This design comes from an exercise in tuning for small area and a short achievable clock period on the open sky130 flow, not from production work. In this exercise RTL edits were held to simulation tests only and were not proved equivalent to the original. Power and IR drop assume default switching activity.

**flow/design.v**
```verilog
package iq_pkg;
    localparam int IQ_SIZE = 16;
    localparam int IQ_PTR_W = $clog2(IQ_SIZE);
    localparam int AL_SIZE = 64;
    localparam int AL_TAG_W = $clog2(AL_SIZE);
    localparam int NUM_PR = 64;
    localparam int PR_W = $clog2(NUM_PR);
    localparam int ADDR_W = 32;
    localparam int NUM_LANES = 2;
    localparam int NUM_WB = 4;
    typedef logic [AL_TAG_W-1:0] al_tag_t;
    typedef logic [PR_W-1:0] pr_tag_t;
    typedef logic [IQ_PTR_W-1:0] iq_ptr_t;
    typedef logic [IQ_PTR_W:0] iq_count_t;
    typedef enum logic {
        MEM_READ,
        MEM_WRITE
    } mem_op_e;
    typedef enum logic [2:0] {
        W_BYTE  = 3'b000,
        W_HALF  = 3'b001,
        W_WORD  = 3'b010,
        W_UBYTE = 3'b100,
        W_UHALF = 3'b101
    } mem_width_e;
    typedef struct packed {
        logic [ADDR_W-1:0] pc;
        pr_tag_t rs1;
        pr_tag_t rs2;
        pr_tag_t rd;
        logic uses_rs1;
        logic uses_rs2;
        logic uses_rd;
        logic uses_imm;
        logic [31:0] imm;
        logic is_mem_access;
        logic accesses_csr;
        mem_op_e mem_op;
        mem_width_e width;
        al_tag_t al_addr;
    } iq_entry_t;
    localparam int ENTRY_W = ADDR_W + 3 * PR_W + 4 + 32 + 2 + 1 + 3 + AL_TAG_W;
endpackage
`timescale 1ns/1ps
module iq_alloc (
    input  logic clk,
    input  logic reset,
    input  logic [iq_pkg::NUM_LANES-1:0] i_ren_valid,
    input  logic [iq_pkg::NUM_LANES-1:0][iq_pkg::ENTRY_W-1:0] i_ren_entry,
    input  logic [iq_pkg::NUM_LANES-1:0][1:0] i_ren_src_ready,
    input  logic i_recall,
    input  logic [iq_pkg::IQ_SIZE-1:0] i_valid,
    input  iq_pkg::iq_ptr_t i_new_front,
    output logic o_stall,
    output logic [iq_pkg::NUM_LANES-1:0] o_alloc_we,
    output logic [iq_pkg::NUM_LANES-1:0][iq_pkg::IQ_PTR_W-1:0] o_alloc_slot,
    output logic [iq_pkg::NUM_LANES-1:0][iq_pkg::ENTRY_W-1:0] o_alloc_entry,
    output logic [iq_pkg::NUM_LANES-1:0][1:0] o_alloc_src_ready
);
    iq_pkg::iq_ptr_t front_ptr;
    iq_pkg::iq_ptr_t front_nxt;
    iq_pkg::iq_count_t occupancy;
    iq_pkg::iq_count_t num_in;
    logic [iq_pkg::NUM_LANES-1:0] in_order;
    logic accept;
    iq_pkg::iq_entry_t ren_e0;
    iq_pkg::iq_entry_t ren_e1;
    assign ren_e0 = i_ren_entry[0];
    assign ren_e1 = i_ren_entry[1];
    assign in_order[0] = i_ren_valid[0] && (ren_e0.is_mem_access || ren_e0.accesses_csr);
    assign in_order[1] = i_ren_valid[1] && (ren_e1.is_mem_access || ren_e1.accesses_csr);
    always_comb begin
        occupancy = '0;
        for (int i = 0; i < iq_pkg::IQ_SIZE; i++) begin
            occupancy = occupancy + iq_pkg::iq_count_t'(i_valid[i]);
        end
    end
    assign num_in = iq_pkg::iq_count_t'(in_order[0]) + iq_pkg::iq_count_t'(in_order[1]);
    assign o_stall = (occupancy + num_in) >= iq_pkg::iq_count_t'(iq_pkg::IQ_SIZE);
    assign accept = !o_stall && !i_recall;
    assign front_nxt = front_ptr + 1'b1;
    always_comb begin
        for (int l = 0; l < iq_pkg::NUM_LANES; l++) begin
            o_alloc_we[l] = in_order[l] && accept;
            o_alloc_entry[l] = i_ren_entry[l];
            o_alloc_src_ready[l] = i_ren_src_ready[l];
        end
        o_alloc_slot[0] = front_ptr;
        o_alloc_slot[1] = in_order[0] ? front_nxt : front_ptr;
    end
    always_ff @(posedge clk) begin
        if (reset) begin
            front_ptr <= '0;
        end else if (i_recall) begin
            front_ptr <= i_new_front;
        end else if (accept) begin
            front_ptr <= front_ptr + iq_pkg::iq_ptr_t'(num_in);
        end
    end
endmodule
`timescale 1ns/1ps
module iq_flush (
    input  logic i_recall,
    input  iq_pkg::al_tag_t i_new_front,
    input  iq_pkg::al_tag_t i_old_front,
    input  logic [iq_pkg::IQ_SIZE-1:0] i_valid,
    input  logic [iq_pkg::IQ_SIZE-1:0][iq_pkg::AL_TAG_W-1:0] i_al_addr,
    input  iq_pkg::iq_ptr_t i_back_ptr,
    output logic [iq_pkg::IQ_SIZE-1:0] o_flush_mask,
    output iq_pkg::iq_ptr_t o_new_front
);
    logic wrap;
    logic [iq_pkg::IQ_SIZE-1:0] in_range;
    iq_pkg::iq_count_t live;
    iq_pkg::iq_ptr_t slot;
    assign wrap = i_new_front > i_old_front;
    always_comb begin
        for (int i = 0; i < iq_pkg::IQ_SIZE; i++) begin
            if (wrap) begin
                in_range[i] = (i_al_addr[i] >= i_new_front) || (i_al_addr[i] < i_old_front);
            end else begin
                in_range[i] = (i_al_addr[i] >= i_new_front) && (i_al_addr[i] < i_old_front);
            end
            o_flush_mask[i] = i_recall && i_valid[i] && in_range[i];
        end
    end
    always_comb begin
        live = '0;
        for (int i = 0; i < iq_pkg::IQ_SIZE; i++) begin
            live = live + iq_pkg::iq_count_t'(i_valid[i]);
        end
        o_new_front = i_back_ptr + iq_pkg::iq_ptr_t'(live);
        for (int i = iq_pkg::IQ_SIZE - 1; i >= 0; i--) begin
            slot = i_back_ptr + iq_pkg::iq_ptr_t'(i);
            if (o_flush_mask[slot]) begin
                o_new_front = slot;
            end
        end
    end
endmodule
`timescale 1ns/1ps
module iq_wakeup (
    input  logic clk,
    input  logic reset,
    input  logic [iq_pkg::NUM_LANES-1:0] i_alloc_we,
    input  logic [iq_pkg::NUM_LANES-1:0][iq_pkg::IQ_PTR_W-1:0] i_alloc_slot,
    input  logic [iq_pkg::NUM_LANES-1:0][iq_pkg::ENTRY_W-1:0] i_alloc_entry,
    input  logic [iq_pkg::NUM_LANES-1:0][1:0] i_alloc_src_ready,
    input  logic [iq_pkg::IQ_SIZE-1:0] i_valid,
    input  logic [iq_pkg::NUM_WB-1:0] i_wb_valid,
    input  logic [iq_pkg::NUM_WB-1:0] i_wb_uses_rd,
    input  logic [iq_pkg::NUM_WB-1:0][iq_pkg::PR_W-1:0] i_wb_rd,
    output logic [iq_pkg::IQ_SIZE-1:0] o_entry_ready
);
    iq_pkg::pr_tag_t rs1_tag [iq_pkg::IQ_SIZE];
    iq_pkg::pr_tag_t rs2_tag [iq_pkg::IQ_SIZE];
    logic [iq_pkg::IQ_SIZE-1:0] rs1_rdy;
    logic [iq_pkg::IQ_SIZE-1:0] rs2_rdy;
    function automatic logic wb_hit(input iq_pkg::pr_tag_t tag);
        logic hit;
        hit = 1'b0;
        for (int k = 0; k < iq_pkg::NUM_WB; k++) begin
            hit = hit | (i_wb_valid[k] && i_wb_uses_rd[k] && (i_wb_rd[k] == tag));
        end
        wb_hit = hit;
    endfunction
    iq_pkg::iq_entry_t ae0;
    iq_pkg::iq_entry_t ae1;
    assign ae0 = i_alloc_entry[0];
    assign ae1 = i_alloc_entry[1];
    always_ff @(posedge clk) begin
        if (i_alloc_we[0]) begin
            rs1_tag[i_alloc_slot[0]] <= ae0.rs1;
            rs2_tag[i_alloc_slot[0]] <= ae0.rs2;
        end
        if (i_alloc_we[1]) begin
            rs1_tag[i_alloc_slot[1]] <= ae1.rs1;
            rs2_tag[i_alloc_slot[1]] <= ae1.rs2;
        end
    end
    always_ff @(posedge clk) begin
        if (reset) begin
            rs1_rdy <= '0;
            rs2_rdy <= '0;
        end else begin
            for (int j = 0; j < iq_pkg::IQ_SIZE; j++) begin
                if (i_valid[j] && wb_hit(rs1_tag[j])) begin
                    rs1_rdy[j] <= 1'b1;
                end
                if (i_valid[j] && wb_hit(rs2_tag[j])) begin
                    rs2_rdy[j] <= 1'b1;
                end
            end
            if (i_alloc_we[0]) begin
                rs1_rdy[i_alloc_slot[0]] <= !ae0.uses_rs1 || i_alloc_src_ready[0][0] ||
                    wb_hit(ae0.rs1);
                rs2_rdy[i_alloc_slot[0]] <= !ae0.uses_rs2 || i_alloc_src_ready[0][1] ||
                    wb_hit(ae0.rs2);
            end
            if (i_alloc_we[1]) begin
                rs1_rdy[i_alloc_slot[1]] <= !ae1.uses_rs1 || i_alloc_src_ready[1][0] ||
                    wb_hit(ae1.rs1);
                rs2_rdy[i_alloc_slot[1]] <= !ae1.uses_rs2 || i_alloc_src_ready[1][1] ||
                    wb_hit(ae1.rs2);
            end
        end
    end
    assign o_entry_ready = rs1_rdy & rs2_rdy;
endmodule
`timescale 1ns/1ps
module iq_entries (
    input  logic clk,
    input  logic reset,
    input  logic [iq_pkg::NUM_LANES-1:0] i_alloc_we,
    input  logic [iq_pkg::NUM_LANES-1:0][iq_pkg::IQ_PTR_W-1:0] i_alloc_slot,
    input  logic [iq_pkg::NUM_LANES-1:0][iq_pkg::ENTRY_W-1:0] i_alloc_entry,
    input  logic [iq_pkg::IQ_SIZE-1:0] i_entry_ready,
    input  logic i_recall,
    input  logic [iq_pkg::IQ_SIZE-1:0] i_flush_mask,
    output logic [iq_pkg::IQ_SIZE-1:0] o_valid,
    output logic [iq_pkg::IQ_SIZE-1:0][iq_pkg::AL_TAG_W-1:0] o_al_addr,
    output iq_pkg::iq_ptr_t o_back_ptr,
    output logic [iq_pkg::NUM_LANES-1:0] o_iss_valid,
    output logic [iq_pkg::NUM_LANES-1:0][iq_pkg::ENTRY_W-1:0] o_iss_entry
);
    logic [iq_pkg::ENTRY_W-1:0] entries [iq_pkg::IQ_SIZE];
    logic [iq_pkg::IQ_SIZE-1:0] valid;
    iq_pkg::iq_ptr_t back_ptr;
    iq_pkg::iq_ptr_t back_nxt;
    logic [iq_pkg::NUM_LANES-1:0] can_iss;
    assign back_nxt = back_ptr + 1'b1;
    assign can_iss[0] = valid[back_ptr] && i_entry_ready[back_ptr] && !i_flush_mask[back_ptr];
    assign can_iss[1] = can_iss[0] && valid[back_nxt] && i_entry_ready[back_nxt] &&
                        !i_flush_mask[back_nxt];
    always_ff @(posedge clk) begin
        for (int l = 0; l < iq_pkg::NUM_LANES; l++) begin
            if (i_alloc_we[l]) begin
                entries[i_alloc_slot[l]] <= i_alloc_entry[l];
            end
        end
        if (can_iss[0]) begin
            o_iss_entry[0] <= entries[back_ptr];
        end
        if (can_iss[1]) begin
            o_iss_entry[1] <= entries[back_nxt];
        end
    end
    always_ff @(posedge clk) begin
        if (reset) begin
            valid <= '0;
            back_ptr <= '0;
            o_iss_valid <= '0;
        end else begin
            if (i_recall) begin
                valid <= valid & ~i_flush_mask;
            end
            for (int l = 0; l < iq_pkg::NUM_LANES; l++) begin
                if (i_alloc_we[l]) begin
                    valid[i_alloc_slot[l]] <= 1'b1;
                end
                o_iss_valid[l] <= can_iss[l];
            end
            if (can_iss[1]) begin
                valid[back_ptr] <= 1'b0;
                valid[back_nxt] <= 1'b0;
                back_ptr <= back_ptr + 2'd2;
            end else if (can_iss[0]) begin
                valid[back_ptr] <= 1'b0;
                back_ptr <= back_nxt;
            end
        end
    end
    always_comb begin
        for (int i = 0; i < iq_pkg::IQ_SIZE; i++) begin
            o_al_addr[i] = entries[i][iq_pkg::AL_TAG_W-1:0];
        end
    end
    assign o_valid = valid;
    assign o_back_ptr = back_ptr;
endmodule
`timescale 1ns/1ps
module mem_issue_queue (
    input  logic clk,
    input  logic reset,
    input  logic [1:0] i_ren_valid,
    input  logic [195:0] i_ren_entry,
    input  logic [3:0] i_ren_src_ready,
    input  logic [3:0] i_wb_valid,
    input  logic [3:0] i_wb_uses_rd,
    input  logic [23:0] i_wb_rd,
    input  logic i_recall,
    input  logic [5:0] i_new_front,
    input  logic [5:0] i_old_front,
    output logic o_stall,
    output logic [1:0] o_iss_valid,
    output logic [195:0] o_iss_entry
);
    logic [iq_pkg::IQ_SIZE-1:0] valid;
    logic [iq_pkg::IQ_SIZE-1:0][iq_pkg::AL_TAG_W-1:0] al_addr;
    iq_pkg::iq_ptr_t back_ptr;
    logic [iq_pkg::IQ_SIZE-1:0] flush_mask;
    iq_pkg::iq_ptr_t new_front;
    logic [iq_pkg::IQ_SIZE-1:0] entry_ready;
    logic [iq_pkg::NUM_LANES-1:0] alloc_we;
    logic [iq_pkg::NUM_LANES-1:0][iq_pkg::IQ_PTR_W-1:0] alloc_slot;
    logic [iq_pkg::NUM_LANES-1:0][iq_pkg::ENTRY_W-1:0] alloc_entry;
    logic [iq_pkg::NUM_LANES-1:0][1:0] alloc_src_ready;
    logic [iq_pkg::NUM_LANES-1:0][iq_pkg::ENTRY_W-1:0] iss_entry;
    iq_alloc u_alloc (
        .clk               (clk),
        .reset             (reset),
        .i_ren_valid       (i_ren_valid),
        .i_ren_entry       (i_ren_entry),
        .i_ren_src_ready   (i_ren_src_ready),
        .i_recall          (i_recall),
        .i_valid           (valid),
        .i_new_front       (new_front),
        .o_stall           (o_stall),
        .o_alloc_we        (alloc_we),
        .o_alloc_slot      (alloc_slot),
        .o_alloc_entry     (alloc_entry),
        .o_alloc_src_ready (alloc_src_ready)
    );
    iq_flush u_flush (
        .i_recall     (i_recall),
        .i_new_front  (i_new_front),
        .i_old_front  (i_old_front),
        .i_valid      (valid),
        .i_al_addr    (al_addr),
        .i_back_ptr   (back_ptr),
        .o_flush_mask (flush_mask),
        .o_new_front  (new_front)
    );
    iq_wakeup u_wakeup (
        .clk               (clk),
        .reset             (reset),
        .i_alloc_we        (alloc_we),
        .i_alloc_slot      (alloc_slot),
        .i_alloc_entry     (alloc_entry),
        .i_alloc_src_ready (alloc_src_ready),
        .i_valid           (valid),
        .i_wb_valid        (i_wb_valid),
        .i_wb_uses_rd      (i_wb_uses_rd),
        .i_wb_rd           (i_wb_rd),
        .o_entry_ready     (entry_ready)
    );
    iq_entries u_entries (
        .clk           (clk),
        .reset         (reset),
        .i_alloc_we    (alloc_we),
        .i_alloc_slot  (alloc_slot),
        .i_alloc_entry (alloc_entry),
        .i_entry_ready (entry_ready),
        .i_recall      (i_recall),
        .i_flush_mask  (flush_mask),
        .o_valid       (valid),
        .o_al_addr     (al_addr),
        .o_back_ptr    (back_ptr),
        .o_iss_valid   (o_iss_valid),
        .o_iss_entry   (iss_entry)
    );
    assign o_iss_entry = iss_entry;
endmodule
```
**flow/run.sh**
```bash
#!/bin/bash
# synth_recipe.tcl (not shown) runs the flow's synth.tcl, then flattens the netlist and writes it again
# the make line also repeats each setting of config.mk as NAME=value (left out here)
make -C /OpenROAD-flow-scripts/flow DESIGN_CONFIG=/design/flow/config.mk WORK_HOME=/design/flow/orfs CLKGATE_MAP_FILE= SYNTH_SCRIPT=/design/flow/synth_recipe.tcl finish
```
**flow/config.mk**
```make
export PLATFORM = sky130hd
export DESIGN_NAME = mem_issue_queue
export DESIGN_NICKNAME = mem_issue_queue
export VERILOG_FILES = /design/flow/design.v
export SDC_FILE = /design/flow/constraint.sdc
export NUM_CORES = 4
export LEC_CHECK = 0
export CAP_MARGIN = 20
export CORE_MARGIN = 2
export CORE_UTILIZATION = 40
export SLEW_MARGIN = 20
```
**flow/constraint.sdc**
```tcl
create_clock -name core_clock -period 7.5 [get_ports {clk}]
set_input_delay 1.5000 -clock core_clock [delete_from_list [all_inputs] [get_ports {clk}]]
set_output_delay 1.5000 -clock core_clock [all_outputs]
set_load 0.01 [all_outputs]
```
==> flow_summary_export.csv <==
group,metric,value,unit
run_status,status,"timing/DRC/antenna clean",
clock_tree,cts_tree,"built",
synthesis,synth_warnings,4,
route,drt-vias-per-instance,6.59,
timing,fin_crit,7.24,ns
synthesis,synth_nets,8672,
route,drt_iter0_drc,11000,
clock_tree,clock_latency,0.92,ns
global_routing,antenna_found_initial,77,
route,routed_wl,444000,um
floorplanning,fp.coreArea,293000,um2
placement,port_buffers,447,
synthesis,synth-async-reset-ratio,0,
synthesis,synth_edf_count,1764,
timing,max_clock_freq,138,MHz
power,power_leakage,43.6,nW
final_layout,final_common_cell,"edfxtp_1",
clock_tree,clk_pin_slew,0.06,ns
setup_path,critPathKind,"reg2out",
global_routing,grt_overflow,0,
synthesis,yosys.cell_types.count,100,
route,wl_per_cell,36.0,um
setup_path,required,6.00,ns
floorplanning,die_area,299000,um2
power,peakVddDrop,175,uV
clock_tree,clock_sinks,1822,
synthesis,ys_seq_area_frac,0.460,
placement,hpwl,276000,um
timing,fin_tns_setup,0,ns
floorplanning,die_w,547,um
synthesis,synth_cells,8193,
timing,slew_violations,0,
clock_tree,h-tree-depth,4,
clock_tree,cts_buffer_depth,4,
floorplanning,die_y,547,um
setup_path,cp_data_arrival_time,5.74,ns
synthesis,synthFlopType,"edfxtp_1",
final_layout,areaGrowthSynthToFinish,14.3,%
power,power.density,194,nW/um2
synthesis,syn_area_per_cell,14.4,um2
global_routing,track_usage,0.290,
timing,grt_setup_unrepaired,"false",
final_layout,mostFrequentLayoutCells,"edfxtp_1, mux2_2, mux4_2",
hold_path,hp-class,"reg2reg",
final_layout,multi_input_area,60100,um2
final_layout,layout-drive-gt1-share,0.384,
global_routing,grt_pass1_vias,81000,
flow_run,maxCapViolations,0,
setup_path,start_kind,"register",
route,num_vias,81200,
clock_tree,cts-root-buf,"clkbuf_16",
final_layout,nFillCells,25900,
final_layout,regArea,54100,um2
timing,slew_headroom,0.201,
floorplanning,rows,199,
setup_path,cp_max_fo,7,
route,drt-pass1-iter-count,6,
final_layout,nets,8700,
placement,postPlaceCellArea,128000,um2
route,drcViolationCount,0,
timing,clock_skew,0.0696,ns
floorplanning,ios,448,
timing,hold_violations,0,
global_routing,grt_max_degree,145,
final_layout,stdcell_area,135000,um2
timing,setup_viol,0,
floorplanning,start_util,0.401,
synthesis,synth_area,118000,um2
placement,gp_congestion,0.968,
clock_tree,cts_made_buffers,211,
route,ant_nets,0,
global_routing,grt_pass1_wl,624000,um
timing,worst_pin_slew,1.19,ns
setup_path,worstSetupEndpointType,"primary output",
clock_tree,cts_hold_buf,0,
synthesis,ys_ff_latch,1822,
timing,min_period_over_period,0.965,
[critical path, stage by stage (launching register included)]
cell and delay [ns]:
dfxtp_2 0.35, ha_1 0.30, inv_1 0.08, fa_1 0.43, fa_1 0.52, fa_1 0.43, fa_1 0.46, fa_2 0.38
fa_1 0.57, inv_2 0.07, ha_4 0.24, a31oi_4 0.16, inv_1 0.09, a31oi_1 0.17, o211a_1 0.21, buf_4 0.15
inv_1 0.07, buf_4 0.18
[cells in the mapped netlist, types with 13 or more instances]
cell type | count | area [um2]
o211ai_1 | 30 | 225
o21a_1 | 31 | 233
dfxtp_1 | 58 | 1160
a21oi_1 | 134 | 671
nor3b_1 | 15 | 113
o21ai_0 | 75 | 375
mux2_2 | 1476 | 16600
a31oi_1 | 15 | 93.8
nand4_1 | 169 | 1060
and2_1 | 23 | 144
nor3_1 | 24 | 120
o221ai_1 | 21 | 184
nor4_1 | 148 | 926
a2111oi_0 | 19 | 166
a221oi_1 | 13 | 114
nor2_1 | 139 | 522
and3_1 | 18 | 113
a21o_1 | 19 | 143
mux4_2 | 989 | 22300
inv_1 | 89 | 334
ha_1 | 218 | 2730
xor2_1 | 445 | 3900
edfxtp_1 | 1764 | 53000
o22ai_1 | 15 | 93.8
nand2b_1 | 30 | 188
buf_1 | 329 | 1230
nand3_1 | 65 | 325
clkbuf_1 | 629 | 2360
mux2i_1 | 25 | 250
nand2_1 | 446 | 1670
a211oi_1 | 39 | 293
xnor2_1 | 452 | 3960
[final timing paths]
path | start | end | slack [ns] | depth (start not counted)
worst max-delay path | u_entries.valid[0] | o_stall | 0.26 | 17
worst min-delay path | u_wakeup.rs1_rdy[6] | u_wakeup.rs1_rdy[6] | 0.56 | 2
worst max register to register | u_entries.valid[0] | u_entries.entries[14][40] | 0.72 | 22
worst min register to register | u_wakeup.rs1_rdy[6] | u_wakeup.rs1_rdy[6] | 0.56 | 2
[where the power goes]
| part | leakage, nW | internal (W) | switching [W] |
|---|---|---|---|
| clock | 3.23 | 0.00575 | 0.00455 |
| combinational | 24.0 | 0.00159 | 0.00240 |
| sequential | 16.4 | 0.0116 | 0.000232 |
[layout make-up]
type / instances / area share
clock inverter: 121 / 0.00849
multi-input combinational: 5310 / 0.446
sequential: 1822 / 0.402
clock buffer: 255 / 0.0409
antenna: 27 / 0.000502
inverter: 92 / 0.00268
timing repair buffer: 784 / 0.0625
tap: 3919 / 0.0364
[sequential cells by signal, indices dropped and copies added, names as in the netlist]
name,count
u_entries.o_iss_valid,2
u_entries.o_iss_entry,196
u_wakeup.rs1_rdy,16
u_wakeup.rs2_rdy,16
u_entries.valid,16
u_entries.entries,1568
u_alloc.front_ptr,4
u_entries.back_ptr,4
[layer usage]
layer / routed length, um / vias up / track usage / part of all wire
li1: - / 32300 / - / -
met1: 173000 / 42800 / 0.388 / 0.39
met2: 204000 / 4963 / 0.449 / 0.46
met3: 47300 / 1031 / 0.0718 / 0.11
met4: 19500 / 72 / 0.125 / 0.044
met5: 460 / - / 0 / 0.0010
[stage by stage]
| step | power, W | cells | util | setup slack [ns] | hold WS [ns] |
|---|---|---|---|---|---|
| floorplan | 0.0143 | 8193 | - | -0.298 | 0.507 |
| global placement | 0.0158 | 11900 | 0.436 | 0.707 | 0.537 |
| detailed placement | 0.0159 | 11900 | 0.436 | 0.754 | 0.540 |
| CTS | 0.0262 | 12300 | 0.459 | 0.0772 | 0.557 |
| global route | 0.0268 | 12300 | 0.459 | 0.0331 | 0.612 |
| finish | 0.0261 | 12300 | 0.459 | 0.259 | 0.563 |
[timing repair]
item	CTS	global route
gates resized for setup	0	1
buffers inserted	0	1
setup endpoints to repair	0	1
[logic make-up (layout without fill, tap and decap cells)]
kind of cell | after synthesis | count (layout) | synth area share
fa+ha+maj | 239 | 239 | 0.0260
flops | 1822 | 1822 | 0.460
simple gates | 1120 | 1120 | 0.0467
other cells | 0 | 27 | 0
mux | 2491 | 2491 | 0.333
buf+inv | 1061 | 1252 | 0.0341
xor+xnor | 897 | 897 | 0.0667
compound gates | 563 | 563 | 0.0341

==> what the ideal ports hide <==
No port has a modelled driver above. Below, the same layout with a new extraction and two added sets of constraints. Step 1: set_driving_cell puts a clkbuf_16 on clk and a buf_2 on each other input, an assumption about the parent block. Step 2 times the ports against the registers' clock, not the clock port: input delays grow and output delays shrink by t, the midpoint of the rising clock arrivals with the driver on. a / b / c = ideal / step 1 / step 2; a / b = the first two.
shift t [ns]: 0.992
setup slack, ns: 0.259 / 0.150 / 0.605
slew at the worst register clock pin (ns): 0.07 / 0.07
After both steps setup and hold are still met in this run. The setup slack of this run moves by -0.109 ns with the drivers and by +0.346 ns with both steps.
